Background: an optimization exercise with open tools, aiming at a short achievable clock period and few clock cycles. Do not read the settings as production practice. Only simulation tests tie the RTL to the original design; equivalence was not proved. Power figures rest on the tool's default switching activity, not on a simulated workload.

**flow/config.mk**
```make
export PLATFORM = sky130hd
export DESIGN_NAME = mipsPipeline
export DESIGN_NICKNAME = mipsPipeline
export VERILOG_FILES = /design/flow/design.v
export SDC_FILE = /design/flow/constraint.sdc
export NUM_CORES = 4
export LEC_CHECK = 0
export CAP_MARGIN = 20
export CORE_MARGIN = 2
export CORE_UTILIZATION = 45
export SLEW_MARGIN = 20
export SYNTH_HIERARCHICAL = 1
```
**flow/constraint.sdc**
```tcl
create_clock -name core_clock -period 9.0 [get_ports {clock}]
set_input_delay 1.8000 -clock core_clock [delete_from_list [all_inputs] [get_ports {clock}]]
set_output_delay 1.8000 -clock core_clock [all_outputs]
set_load 0.01 [all_outputs]
```
**flow/design.v**
```verilog
package isaPkg;
   localparam int dataWidth    = 32;    
   localparam int regAddrWidth = 5;     
   localparam int opcodeMsb = 31;
   localparam int opcodeLsb = 26;
   localparam int rsMsb     = 25;
   localparam int rsLsb     = 21;
   localparam int rtMsb     = 20;
   localparam int rtLsb     = 16;
   localparam int rdMsb     = 15;
   localparam int rdLsb     = 11;
   localparam int shamtMsb  = 10;
   localparam int shamtLsb  = 6;
   localparam int functMsb  = 5;
   localparam int functLsb  = 0;
   localparam int immMsb    = 15;
   localparam int immLsb    = 0;
   localparam logic [dataWidth-1:0] nopWord = '0;    
   typedef enum logic [5:0]
   {
      rType = 6'b000000,
      lw    = 6'b100011,
      sw    = 6'b101011,
      beq   = 6'b000100
   } opcodeT;
   typedef enum logic [5:0]
   {
      sllF = 6'b000000,
      addF = 6'b100000,
      subF = 6'b100010,
      andF = 6'b100100,
      orF  = 6'b100101
   } functT;
endpackage
package pipelinePkg;
   localparam int          dataDepth     = 64;    
   localparam int          dataAddrWidth = 6;
   localparam logic [31:0] resetPc       = 32'h0000_0000;
   localparam int          shortBits     = 7;     
   typedef enum logic [2:0]
   {
      aluAdd = 3'b000,
      aluSub = 3'b001,
      aluAnd = 3'b010,
      aluOr  = 3'b011,
      aluSll = 3'b100
   } aluOpT;
   typedef enum logic [1:0]
   {
      memAccess = 2'b00,
      branchCmp = 2'b01,
      rTypeFn   = 2'b10
   } aluClassT;
   typedef enum logic [1:0]
   {
      fromRegister  = 2'b00,
      fromWriteBack = 2'b01,
      fromMemory    = 2'b10
   } forwardT;
endpackage
`timescale 1ns/1ps
import isaPkg::*;
import pipelinePkg::*;
module fetchStage
(
   input  logic [dataWidth-1:0]          instruction,
   input  logic [shortBits+1:2]          pcLow,
   input  logic [31:shortBits+2]         pcTop,
   input  logic [31:shortBits+2]         pcTopUp,      
   input  logic [31:shortBits+2]         pcTopDown,    
   output logic                          taken,
   output logic [31:2]                   target
);
   logic                 always_;
   logic                 short_;
   logic [shortBits+1:2] low;
   logic                 carry;
   logic [31:shortBits+2] top;
   assign always_ = (instruction[31:26] == 6'h04) &&
                    (instruction[25:21] == instruction[20:16]);
   assign short_  = (instruction[15:shortBits-1] == '0) ||
                    (instruction[15:shortBits-1] == '1);
   logic [shortBits-1:0] g, p, gg, pp, gn, pn;
   logic [shortBits:0]   c;
   always_comb
   begin
      g  = pcLow & instruction[shortBits-1:0];
      p  = pcLow ^ instruction[shortBits-1:0];
      gg = g;
      pp = p;
      for (int d = 1; d < shortBits; d = d * 2)
      begin
         gn = gg;
         pn = pp;
         for (int i = d; i < shortBits; i++)
         begin
            gn[i] = gg[i] | (pp[i] & gg[i-d]);
            pn[i] = pp[i] & pp[i-d];
         end
         gg = gn;
         pp = pn;
      end
      c[0] = 1'b1;
      for (int i = 0; i < shortBits; i++)
         c[i+1] = gg[i] | pp[i];    
   end
   assign low   = p ^ c[shortBits-1:0];
   assign carry = c[shortBits];
   assign top = ({(30-shortBits){!instruction[15] &&  carry}} & pcTopUp) |
                ({(30-shortBits){ instruction[15] && !carry}} & pcTopDown) |
                ({(30-shortBits){instruction[15] == carry}} & pcTop);
   assign taken  = always_ && short_;
   assign target = {top, low};
endmodule
module pcSelect
(
   input  logic        reset,
   input  logic        redirectLate,
   input  logic [31:2] lateTarget,
   input  logic        redirectEarly,
   input  logic [31:2] earlyTarget,
   input  logic        hold,
   input  logic [31:2] pc,
   input  logic        taken,
   input  logic [31:2] target,
   input  logic [31:2] pcPlus4,
   output logic [31:2] pcNext
);
   logic [31:2] sequential;
   logic [31:2] early;
   assign sequential = hold ? pc : (taken ? target : pcPlus4);
   assign early      = redirectEarly ? earlyTarget : sequential;
   assign pcNext     = reset ? 30'd0 : (redirectLate ? lateTarget : early);
endmodule
`timescale 1ns/1ps
module equal32
(
   input  logic [31:0] a,
   input  logic [31:0] b,
   output logic        equal
);
   assign equal = (a == b);
endmodule
`timescale 1ns/1ps
import isaPkg::*;
import pipelinePkg::*;
module mipsPipeline
(
   input  logic                    clock,
   input  logic                    reset,
   input  logic [dataWidth-1:0]    instruction,
   output logic [dataWidth-1:0]    fetchAddress,
   output logic                    retireValid,
   output logic [regAddrWidth-1:0] retireRegister,
   output logic [dataWidth-1:0]    retireData,
   output logic                    storeValid,
   output logic [dataWidth-1:0]    storeAddress,
   output logic [dataWidth-1:0]    storeData
);
   logic        resetArrays;
   logic [31:2] pc;
   logic [31:2] pcOutN;        
   logic [31:0] dInstr;
   logic        dValid;
   logic [31:2] dPc;
   logic [31:shortBits+2] dPcTopUp, dPcTopDown;
   logic        dShort;        
   logic        dLong;         
   logic [31:0] dSelA;         
   logic [31:0] dSelB;         
   logic        xKill;
   logic        xWritesQ, xWrites;         
   logic        xLoadQ, xLoad;
   logic        xStoreQ, xStore;
   logic        xCondEarlyQ, xCondEarly;   
   logic        xCondLateQ, xCondLate;     
   logic        xLongQ, xLong;             
   logic        xSubFreeQ, xSubFree;       
   logic        xOpAdd, xOpSub, xOpAnd, xOpOr, xOpSll;
   logic [4:0]  xDest;
   logic [4:0]  xShamt;
   logic [31:2] xTarget;
   logic [31:0] xA;            
   logic [31:0] xB;            
   logic [31:0] xBx;           
   logic [31:0] xS;            
   logic        xFaP, xFaW, xFaR;
   logic        xFbP, xFbW, xFbR;
   logic        xXbPp, xXbPn, xXbWp, xXbWn, xXbR;
   logic        xCaW, xCbW, xCsW;     
   logic        xHaP, xHbP, xHxPp, xHxPn, xHsP;
   logic        yKill;
   logic        yWritesQ, yWrites;
   logic        yLoad;
   logic        yStoreQ, yStore;
   logic        yCondLateQ, yCondLate;
   logic        yOpAdd, yOpAnd, yOpOr, yOpSll;
   logic [4:0]  yDest;
   logic [4:0]  yShamt;
   logic [31:2] yTarget;
   logic [15:0] yLo;           
   logic        yCarry;        
   logic [15:0] yBlo;          
   logic [31:0] yCapA;         
   logic [31:0] yCapB;
   logic [31:16] yCapBx;
   logic [31:0] yCapS;
   logic        yHaP, yHbP, yHxPp, yHxPn, yHsP;
   logic [63:0] ySel;          
   logic [63:0] yWeQ;          
   logic        wWrites;
   logic [4:0]  wDest;
   logic [31:0] wData;
   logic [31:1] wWe;           
   logic        wStore;        
   logic [31:0] wAddrOut;
   logic [31:0] wStoreOut;
   logic        rValid;        
   logic [4:0]  rRegister;
   logic [31:0] rData;
   logic [31:0] regs [1:31];
   logic [31:0] dmem [dataDepth];
   logic        dStall;
   logic        dFuse;
   logic        redirectEarly;
   logic        redirectLate;
   logic        redirect;
   logic [31:2] earlyTarget;
   always_ff @(posedge clock)
      resetArrays <= reset;
   logic [31:2] pcPlus4;
   logic [31:2] pcNext;
   logic        fTaken;        
   logic [31:2] fTarget;
   logic        fLong;
   logic        fShort;
   logic [31:shortBits+2] pcTopUp, pcTopDown;
   assign pcPlus4      = pc + 30'd1;
   assign pcTopUp      = pc[31:shortBits+2] + 1'b1;
   assign pcTopDown    = pc[31:shortBits+2] - 1'b1;
   assign fetchAddress = {~pcOutN, 2'b00};
   assign fShort = (instruction[15:shortBits-1] == '0) || (instruction[15:shortBits-1] == '1);
   assign fLong  = (instruction[31:26] == 6'h04) &&
                   (instruction[25:21] == instruction[20:16]) && !fShort;
   fetchStage fetch
   (
      .instruction    (instruction),
      .pcLow          (pc[shortBits+1:2]),
      .pcTop          (pc[31:shortBits+2]),
      .pcTopUp        (pcTopUp),
      .pcTopDown      (pcTopDown),
      .taken          (fTaken),
      .target         (fTarget)
   );
   pcSelect nextPc
   (
      .reset          (reset),
      .redirectLate   (redirectLate),
      .lateTarget     (yTarget),
      .redirectEarly  (redirectEarly),
      .earlyTarget    (earlyTarget),
      .hold           (dStall),
      .pc             (pc),
      .taken          (fTaken),
      .target         (fTarget),
      .pcPlus4        (pcPlus4),
      .pcNext         (pcNext)
   );
   always_ff @(posedge clock)
   begin
      pc     <= pcNext;
      pcOutN <= ~pcNext;
      if (reset)
         dValid <= 1'b0;
      else
         dValid <= !redirect;
   end
   always_ff @(posedge clock)
   begin
      if (!dStall)
      begin
         dInstr     <= instruction;
         dPc        <= pc;
         dPcTopUp   <= pcTopUp;
         dPcTopDown <= pcTopDown;
         dShort     <= fShort;
         dLong      <= fLong;
         for (int i = 0; i < 32; i++)
         begin
            dSelA[i] <= (instruction[25:21] == 5'(i));
            dSelB[i] <= (instruction[20:16] == 5'(i));
         end
      end
   end
   logic [5:0]  dOp;
   logic [4:0]  dRs, dRt, dRd, dDest;
   logic [5:0]  dFunct;
   logic [31:0] dImm;
   logic        dIsR, dIsLw, dIsSw, dIsBeq, dIsSll, dSame, dMem, dSubOp;
   logic        dWrites, dUsesRs, dUsesRt, dCond;
   logic [31:0] dRfA, dRfB, dValA, dValB;
   logic [31:2] dTarget;       
   logic [31:2] dTargetS;      
   logic [shortBits+1:2] dLowS;
   logic        dCarryS;
   logic [31:shortBits+2] dTopS;
   assign dOp    = dInstr[31:26];
   assign dRs    = dInstr[25:21];
   assign dRt    = dInstr[20:16];
   assign dRd    = dInstr[15:11];
   assign dFunct = dInstr[5:0];
   assign dImm   = {{16{dInstr[15]}}, dInstr[15:0]};
   assign dIsR   = (dOp == 6'h00);
   assign dIsLw  = (dOp == 6'h23);
   assign dIsSw  = (dOp == 6'h2B);
   assign dIsBeq = (dOp == 6'h04);
   assign dIsSll = dIsR && (dFunct == 6'h00);
   assign dSame  = (dRs == dRt);
   assign dMem   = dIsLw || dIsSw;
   assign dSubOp = dIsR && (dFunct == 6'h22);
   assign dDest  = dIsR ? dRd : dRt;
   assign dWrites = dValid && (dIsR || dIsLw) && (dDest != 5'd0);
   assign dCond   = dValid && dIsBeq && !dSame;
   assign dUsesRs = dValid && ((dIsR && !dIsSll) || dMem);
   assign dUsesRt = dValid && dIsR;
   assign dStall = xLoad && ((dUsesRs && (xDest == dRs)) || (dUsesRt && (xDest == dRt)));
   assign dTarget = dPc + dImm[29:0] + 30'd1;
   assign {dCarryS, dLowS} = {1'b0, dPc[shortBits+1:2]} + {1'b0, dImm[shortBits-1:0]} + 1'b1;
   assign dTopS = ({(30-shortBits){!dImm[15] &&  dCarryS}} & dPcTopUp) |
                  ({(30-shortBits){ dImm[15] && !dCarryS}} & dPcTopDown) |
                  ({(30-shortBits){dImm[15] == dCarryS}} & dPc[31:shortBits+2]);
   assign dTargetS = {dTopS, dLowS};
   always_comb
   begin
      dRfA = '0;
      dRfB = '0;
      for (int i = 1; i < 32; i++)
      begin
         dRfA = dRfA | ({32{dSelA[i]}} & regs[i]);
         dRfB = dRfB | ({32{dSelB[i]}} & regs[i]);
      end
   end
   assign dValA = (wWrites && (wDest == dRs)) ? wData : dRfA;
   assign dValB = (wWrites && (wDest == dRt)) ? wData : dRfB;
   logic dAP, dAW, dBP, dBW;
   assign dAP = xWrites && (xDest == dRs);
   assign dAW = !dAP && yWrites && (yDest == dRs);
   assign dBP = xWrites && (xDest == dRt);
   assign dBW = !dBP && yWrites && (yDest == dRt);
   assign dFuse = dCond && dShort && xSubFree &&
                  (((dRs == xDest) && (dRt == 5'd0)) || ((dRt == xDest) && (dRs == 5'd0)));
   always_ff @(posedge clock)
   begin
      xKill <= redirect;
      if (reset || dStall)
         {xWritesQ, xLoadQ, xStoreQ, xCondEarlyQ, xCondLateQ, xLongQ, xSubFreeQ} <= '0;
      else
      begin
         xWritesQ    <= dWrites;
         xLoadQ      <= dWrites && dIsLw;
         xStoreQ     <= dValid && dIsSw;
         xCondEarlyQ <= dCond && !dAP && !dBP && !dFuse;
         xCondLateQ  <= dCond && (dAP || dBP) && !dFuse;
         xLongQ      <= dValid && dLong;
         xSubFreeQ   <= dWrites && dSubOp && !dAP && !dBP;
      end
   end
   always_ff @(posedge clock)
   begin
      xOpSll  <= dIsSll;
      xOpAnd  <= dIsR && (dFunct == 6'h24);
      xOpOr   <= dIsR && (dFunct == 6'h25);
      xOpSub  <= dSubOp;
      xOpAdd  <= !(dIsR && ((dFunct == 6'h00) || (dFunct == 6'h24) || (dFunct == 6'h25)));
      xDest   <= dDest;
      xShamt  <= dInstr[10:6];
      xTarget <= dTarget;
      xA      <= dValA;
      xB      <= dMem ? dImm : dValB;
      xBx     <= (dMem ? dImm : dValB) ^ {32{dSubOp}};
      xS      <= dValB;
      xFaP    <= dAP;
      xFaW    <= dAW;
      xFaR    <= !(dAP || dAW);
      xFbP    <= dBP && !dMem;
      xFbW    <= dBW && !dMem;
      xFbR    <= !(dBP || dBW) || dMem;
      xXbPp   <= dBP && !dMem && !dSubOp;
      xXbPn   <= dBP && !dMem && dSubOp;
      xXbWp   <= dBW && !dMem && !dSubOp;
      xXbWn   <= dBW && !dMem && dSubOp;
      xXbR    <= !(dBP || dBW) || dMem;
      xCaW    <= dAW;
      xCbW    <= dBW && !dMem;
      xCsW    <= dBW;
      xHaP    <= dAP;
      xHbP    <= dBP && !dMem;
      xHxPp   <= dBP && !dMem && !dSubOp;
      xHxPn   <= dBP && !dMem && dSubOp;
      xHsP    <= dBP;
   end
   assign xWrites    = xWritesQ    && !xKill;
   assign xLoad      = xLoadQ      && !xKill;
   assign xStore     = xStoreQ     && !xKill;
   assign xCondEarly = xCondEarlyQ && !xKill;
   assign xCondLate  = xCondLateQ  && !xKill;
   assign xLong      = xLongQ      && !xKill;
   assign xSubFree   = xSubFreeQ   && !xKill;
   logic [15:0] aLo, bLo, bxLo;
   logic [31:0] capA, capB, capS;
   logic [31:16] capBx;
   logic [17:0] loAdd;
   logic [15:0] loSum, loOth, loRes;
   logic [31:0] loShift;
   logic [7:0]  addr;
   logic        eqEarly;
   assign aLo  = ({16{xFaP}} & yLo) | ({16{xFaW}} & wData[15:0]) | ({16{xFaR}} & xA[15:0]);
   assign bLo  = ({16{xFbP}} & yLo) | ({16{xFbW}} & wData[15:0]) | ({16{xFbR}} & xB[15:0]);
   assign bxLo = ({16{xXbPp}} & yLo) | ({16{xXbPn}} & ~yLo) |
                 ({16{xXbWp}} & wData[15:0]) | ({16{xXbWn}} & ~wData[15:0]) |
                 ({16{xXbR}} & xBx[15:0]);
   assign capA  = xCaW ? wData : xA;
   assign capB  = xCbW ? wData : xB;
   assign capBx = xCbW ? (wData[31:16] ^ {16{xOpSub}}) : xBx[31:16];
   assign capS  = xCsW ? wData : xS;
   assign loAdd   = {1'b0, aLo, 1'b1} + {1'b0, bxLo, xOpSub};
   assign loSum   = loAdd[16:1];
   assign loShift = {16'd0, bLo} << xShamt;
   assign loOth   = ({16{xOpAnd}} & (aLo & bLo)) |
                    ({16{xOpOr}}  & (aLo | bLo)) |
                    ({16{xOpSll}} & loShift[15:0]);
   assign loRes   = xOpAdd ? loSum : loOth;
   logic        loCarry;       
   assign loCarry = loAdd[17];
   assign addr = aLo[7:0] + xB[7:0];
   equal32 compareEarly (.a(capA), .b(capB), .equal(eqEarly));
   assign redirectEarly = ((xCondEarly || dFuse) && eqEarly) || xLong;
   assign earlyTarget   = (xCondEarly || xLong) ? xTarget : dTargetS;
   always_ff @(posedge clock)
   begin
      yKill <= redirectLate;
      if (reset)
      begin
         {yWritesQ, yLoad, yStoreQ, yCondLateQ} <= '0;
         yWeQ <= '0;
      end
      else
      begin
         {yWritesQ, yLoad, yStoreQ, yCondLateQ} <= {xWrites, xLoad, xStore, xCondLate};
         for (int i = 0; i < dataDepth; i++)
            yWeQ[i] <= xStore && (addr[7:2] == 6'(i));
      end
   end
   always_ff @(posedge clock)
   begin
      yOpAdd  <= xOpAdd;
      yOpAnd  <= xOpAnd;
      yOpOr   <= xOpOr;
      yOpSll  <= xOpSll;
      yDest   <= xDest;
      yShamt  <= xShamt;
      yTarget <= xTarget;
      yLo     <= loRes;
      yCarry  <= loCarry;
      yBlo    <= bLo;
      yCapA   <= capA;
      yCapB   <= capB;
      yCapBx  <= capBx;
      yCapS   <= capS;
      yHaP    <= xHaP;
      yHbP    <= xHbP;
      yHxPp   <= xHxPp;
      yHxPn   <= xHxPn;
      yHsP    <= xHsP;
      for (int i = 0; i < dataDepth; i++)
         ySel[i] <= (addr[7:2] == 6'(i));
   end
   assign yWrites   = yWritesQ   && !yKill;
   assign yStore    = yStoreQ    && !yKill;
   assign yCondLate = yCondLateQ && !yKill;
   logic [31:16] aHi, bHi, bxHi;
   logic [31:0]  sFull;
   logic [31:16] hiSum, hiOth, hiRes;
   logic [31:0]  hiShift;
   logic [31:0]  yRes;
   logic [31:0]  loadValue;
   logic [31:0]  wNext;
   logic         eqLate;
   assign aHi  = yHaP ? wData[31:16] : yCapA[31:16];
   assign bHi  = yHbP ? wData[31:16] : yCapB[31:16];
   assign bxHi = ({16{yHxPp}} & wData[31:16]) | ({16{yHxPn}} & ~wData[31:16]) |
                 ({16{!(yHxPp || yHxPn)}} & yCapBx);
   assign sFull = yHsP ? wData : yCapS;
   assign hiSum   = aHi + bxHi + {15'd0, yCarry};
   assign hiShift = {bHi, yBlo} << yShamt;
   assign hiOth   = ({16{yOpAnd}} & (aHi & bHi)) |
                    ({16{yOpOr}}  & (aHi | bHi)) |
                    ({16{yOpSll}} & hiShift[31:16]);
   assign hiRes   = yOpAdd ? hiSum : hiOth;
   assign yRes    = {hiRes, yLo};
   equal32 compareLate
   (
      .a     (yHaP ? wData : yCapA),
      .b     (yHbP ? wData : yCapB),
      .equal (eqLate)
   );
   assign redirectLate = yCondLate && eqLate;
   assign redirect     = redirectEarly || redirectLate;
   always_comb
   begin
      loadValue = '0;
      for (int i = 0; i < dataDepth; i++)
         loadValue = loadValue | ({32{ySel[i]}} & dmem[i]);
   end
   assign wNext = yLoad ? loadValue : yRes;
   always_ff @(posedge clock)
   begin
      for (int i = 0; i < dataDepth; i++)
      begin
         if (resetArrays)
            dmem[i] <= 32'(i);
         else if (yWeQ[i] && !yKill)
            dmem[i] <= sFull;
      end
   end
   always_ff @(posedge clock)
   begin
      if (reset)
      begin
         wWrites <= 1'b0;
         wWe     <= '0;
         wStore  <= 1'b0;
      end
      else
      begin
         wWrites <= yWrites;
         for (int i = 1; i < 32; i++)
            wWe[i] <= yWrites && (yDest == 5'(i));
         wStore  <= yStore;
      end
   end
   always_ff @(posedge clock)
   begin
      wDest     <= yDest;
      wData     <= wNext;
      wAddrOut  <= {hiSum, yLo};
      wStoreOut <= sFull;
   end
   always_ff @(posedge clock)
   begin
      for (int i = 1; i < 32; i++)
      begin
         if (resetArrays)
            regs[i] <= 32'd0;
         else if (wWe[i])
            regs[i] <= wData;
      end
   end
   always_ff @(posedge clock)
   begin
      if (reset)
         rValid <= 1'b0;
      else
         rValid <= wWrites;
      rRegister <= wDest;
      rData     <= wData;
   end
   assign retireValid    = rValid;
   assign retireRegister = rRegister;
   assign retireData     = rData;
   assign storeValid     = wStore;
   assign storeAddress   = wAddrOut;
   assign storeData      = wStoreOut;
endmodule
```
**flow/flow/run.sh**
```bash
#!/bin/bash
set -o pipefail
bash standard.sh SETUP_SLACK_MARGIN=5.7 MATCH_CELL_FOOTPRINT=0 \
   "BUFFER_PORTS_ARGS=-buffer_cell sky130_fd_sc_hd__buf_4" finish > standard.log 2>&1
```
**flow/standard.sh**
```bash
#!/bin/bash
# synth_recipe.tcl (not shown) runs the flow's synth.tcl, then flattens the netlist and writes it again
# the make line also repeats each setting of config.mk as NAME=value (left out here)
make -C /OpenROAD-flow-scripts/flow DESIGN_CONFIG=/design/flow/config.mk WORK_HOME=/design/flow/orfs CLKGATE_MAP_FILE= SYNTH_SCRIPT=/design/flow/synth_recipe.tcl "${@:-finish}"
```
==> summary.md <==
| Metric | Value |
|---|---|
| Post-route cell area | 0.1870 sq mm |
| Fin nets | 16694 |
| Full die area | 0.3656 sq mm |
| Area of the core | 0.3592 sq mm |
| Setup WS post-layout | 5.451 ns |
| Initial DRC count | 27041 |
| Pint | 28.60 mW |
| Min Clock Period, post-route | 3.549 ns |
| Seq pwr share | 48.2% |
| CP cell instances | buf_4 > buf_4 > a22oi_1 > nand4_1 > nor4_1 > a21oi_2 |
| EDFF count, synth | 171 |
| Critical path's most frequent cell | buf_4 |
| Footprint of the multi-input gates | 0.07637 sq mm |
| VDD IR max | 0.0001896 V |
| Via count | 150122 |
| Wire per inst | 37.12 microns |
| Run status | timing/DRC/antenna clean |
| Switching component of the power | 8.932 mW |
| TNS Setup | 0 ns |
| DRC Markers | 0 |
| Combinational power share | 3.6% |
| Initial antenna violation count | 68 |
| Library cells used by synthesis | 82 |
| Synth Register Bits | 3965 |
| Detailed placement HPWL | 459300 microns |
| Sw Share | 23.80% |
| Cell Area, Synth | 0.1624 sq mm |
| CTS Root Cell | clkbuf_16 |
| Initial Utilization | 45.20% |
| CTS buffer count | 412 |
| Post-Synthesis Cells | 17176 |
| Tot Pwr | 37.53 mW |
| Top delay family on crit path | compound AO/OA/AOI/OAI gates |
| Clock latency (worst-skew pair) | 1.01 ns |
| Cell with the most instances after synthesis | dfxtp_1 |
| Area leader, netlist | dfxtp_1 |
| Critical Path Sink Type | flop |
| Final weighted congestion in routability-driven placement | 1.020 |
| GRT overflow | 0 |
| Bufs and invs on worst path | 2 |
| Synth Area per Inst | 9.453 sq um |
| Row count | 220 |
| Worst Path Required | 9.73 ns |
| Area share of the largest cell type after synthesis | 46.78% |
| Achievable Freq | 281.8 MHz |
| Vias in the first global route | 133973 |
| Clk slew on worst S/H paths | 0.06 ns |
| Avg Vias per Cell | 6.897 |
| Register area share after synthesis | 49.94% |
| Worst slew margin | 9.949% |
| P&R area growth vs syn | 15.16% |
| Pins over their slew limit | 0 |
| Post-synth top cells | 3794 x dfxtp_1, 3481 x nor2_1, 1887 x a211oi_1 |
| CTS H-tree depth | 5 |
| Fraction of layout cells with a size suffix above 1 | 13.70% |
| Post-synth top flop | dfxtp_1 |
| Largest net degree at the start of global routing | 227 |
| Drt first pass iters | 15 |
| CP Launch Type | flop |
| Final Cycle Share | 39.43% |
| Filler Cell Count | 32848 |
| Ports | 169 |
| Crit path max-delay cell type | a21oi_2 |
| Worst Path Arrival | 4.28 ns |
| Die height | 604.7 microns |
| PwrDens | 200.7 mW/mm^2 |
| Post-route ant nets | 0 |
| Final setup viols | 0 |
| Clock power share | 48.2% |
| Fin. Hold Viols | 0 |
| TritonCTS clock tree | built |
| Worst setup path class | flop to flop |
| Synth Warn # | 10 |
| Chip width | 604.7 microns |
| Storage element area | 0.08174 sq mm |
| Top cells by area, synth | dfxtp_1 47%, a211oi_1 8.7%, nor2_1 8.0% |
| RSZ-0062 raised after global routing | true |
| FFs w/ async S/R, synth | 0% |
| Max Root-Sink Buffers | 4 |
| Buffers added on ports | 166 |
| Slew @ Worst Pin | 1.338 ns |
| # Max-Cap Violations | 0 |
| Worst min path class | flop to flop |
| First-pass GRT wire length | 1091000 microns |
| DP Area | 0.1678 sq mm |
| Static leakage | 62.64 nW |
| Worst clock skew | 0.05980 ns |
| CTS Sinks | 3965 |
| Final wirelength | 808000 microns |
| GRT Overall Usage | 42.04% |
| Place WS | 3.581 ns |
| Post-CTS Hold Buffers | 0 |
| Worst-path fanout max | 16 |
| Slowest cell delay on critical path | 1.02 ns |
layout by cell type, fill, tap and decap left out, types with 107 or more instances in the layout:
cell       netlist  final
dfxtp_4          0    150
a22oi_1        935    935
nor3_1         163    145
a222oi_1       171    171
a21oi_1        237    226
mux2i_1       1145   1102
nor2_1        3481   3452
nand3_1        229    224
a211o_1        158    158
clkbuf_16        0    447
a221oi_1       480    478
a22o_1         450    450
dfxtp_1       3794   3570
nand2b_1       112    107
buf_4            8    632
edfxtp_1       171    171
a211oi_1      1887   1883
nand4_1        305    305
xor2_1         141    137
xnor2_1        152    148
inv_1          194    158
mux2_2         179    158
nand2_1        311    305
worst paths after layout:
path	start	slack, ns	endpoint	cells past startpoint
worst max-delay path	ySel[53]	5.45	wData[11]	6
worst min register to register	xHsP	0.32	yHsP	0
worst min-delay path	xHsP	0.32	yHsP	0
worst max register to register	ySel[53]	5.45	wData[11]	6
per-stage QoR:
stage                     util (%)  std cells  hold slack [ns]
final                        52.05      21767           0.3239
after global routing         52.00      21698           0.3363
after CTS                    51.35      21605           0.3248
after detailed placement     46.70      20739           0.3118
after global placement       46.66      20733           0.3140
after floorplan                  -      17177           0.3096
modules after synthesis, one instance, submodules excluded:
| module | area, sq um | times used | cells |
|---|---|---|---|
| pcSelect | 1104 | 1 | 145 |
| mipsPipeline | 159800 | 1 | 16841 |
| equal32 | 346.6 | 2 | 43 |
| fetchStage | 739.5 | 1 | 104 |
per-layer routing:
metal	track usage, %	up-vias	routed length, microns
met2	59.25	12489	323700
li1	-	61804	-
met1	53.21	72037	293400
met3	13.99	3744	115400
met5	0.3789	-	411
met4	31.18	48	75120
kinds of logic (layout without fill, tap and decap cells):
group	count (synthesis)	count (layout)	share of synthesized area (%)
xor gates and xnor gates	293	293	1.581
buffers and inverters	2044	1780	4.794
muxes	1341	1341	8.515
other	1	78	0.002310
DFF	3965	3965	49.94
AOI/OAI and AO/OA	4621	4621	22.01
and+or+nand+nor	4827	4832	12.49
adders and majority gates	84	84	0.6658
worst register-to-register path: stages (launching register included):
cell	delay, ns
dfxtp_2	0.71
buf_4	0.42
buf_4	0.68
a22oi_1	0.15
nand4_1	0.18
nor4_1	0.10
a21oi_2	1.02
repair_timing:
item                                    CTS  global route
buffers inserted                         90            68
resized for setup                       461           262
pin swaps                                32            81
endpoints found under the setup margin  444           327
gates cloned                             20            16
layout make-up:
cell class | instances | area share [%]
flip-flops and latches | 3965 | 43.72
multi-input cells | 11173 | 40.85
clock buffers | 576 | 6.472
repair buffers | 826 | 4.190
well taps | 4773 | 3.194
clock inverters | 180 | 1.069
inverters | 198 | 0.4082
diodes | 76 | 0.1017
registers in the layout (all words and copies together) (netlist names), 31 cells and up:
| signal | cells |
|---|---|
| yCapB | 32 |
| yCapS | 32 |
| dInstr | 32 |
| xB | 32 |
| rData | 32 |
| wWe | 31 |
| regs | 992 |
| dSelA | 31 |
| yWeQ | 64 |
| xBx | 32 |
| yCapA | 32 |
| wData | 32 |
| wStoreOut | 32 |
| wAddrOut | 32 |
| dmem | 2048 |
| xS | 32 |
| dSelB | 31 |
| xA | 32 |
| ySel | 64 |
power groups by stage:
stage                     Clock, mW  Combinational [mW]  Sequential (mW)
final                          18.1                1.35             18.1
after global routing           18.7                1.37             18.1
after CTS                      18.0                1.21             18.1
after detailed placement          0                1.13             18.5
after global placement            0                1.13             18.5
after floorplan                   0               0.738             18.3
Testbench counts, summed over its fixed seeds: cycles 15,720.

[re-timing with driven ports]
How much do the figures lean on ideal ports? The routed layout below was timed once more, with nothing changed but the port constraints.
Step 1: set_driving_cell puts a clkbuf_16 on clock and a buf_2 on each other input, an assumption about the parent block.
Step 2 adds t to the input delays and takes it off the output delays; t is the mean of the earliest and latest rising clock arrival at the registers after step 1. Input paths then give back, and output paths get back, about the clock's delay inside the block.
a / b / c = no drivers / after step 1 / after step 2; a / b = the first two.
shift t [ns]: 1.104
setup slack, ns: 5.451 / 5.451 / 4.641
worst hold slack (ns): 0.324 / 0.324 / 0.324
latest minus earliest clock arrival (ns): 0.062 / 0.062
worst slew at a driven data input, ns: 0.10
After both steps setup and hold are still met in this run. For this run, drivers alone change the setup slack by 0.000 ns; drivers and shift together by -0.810 ns.
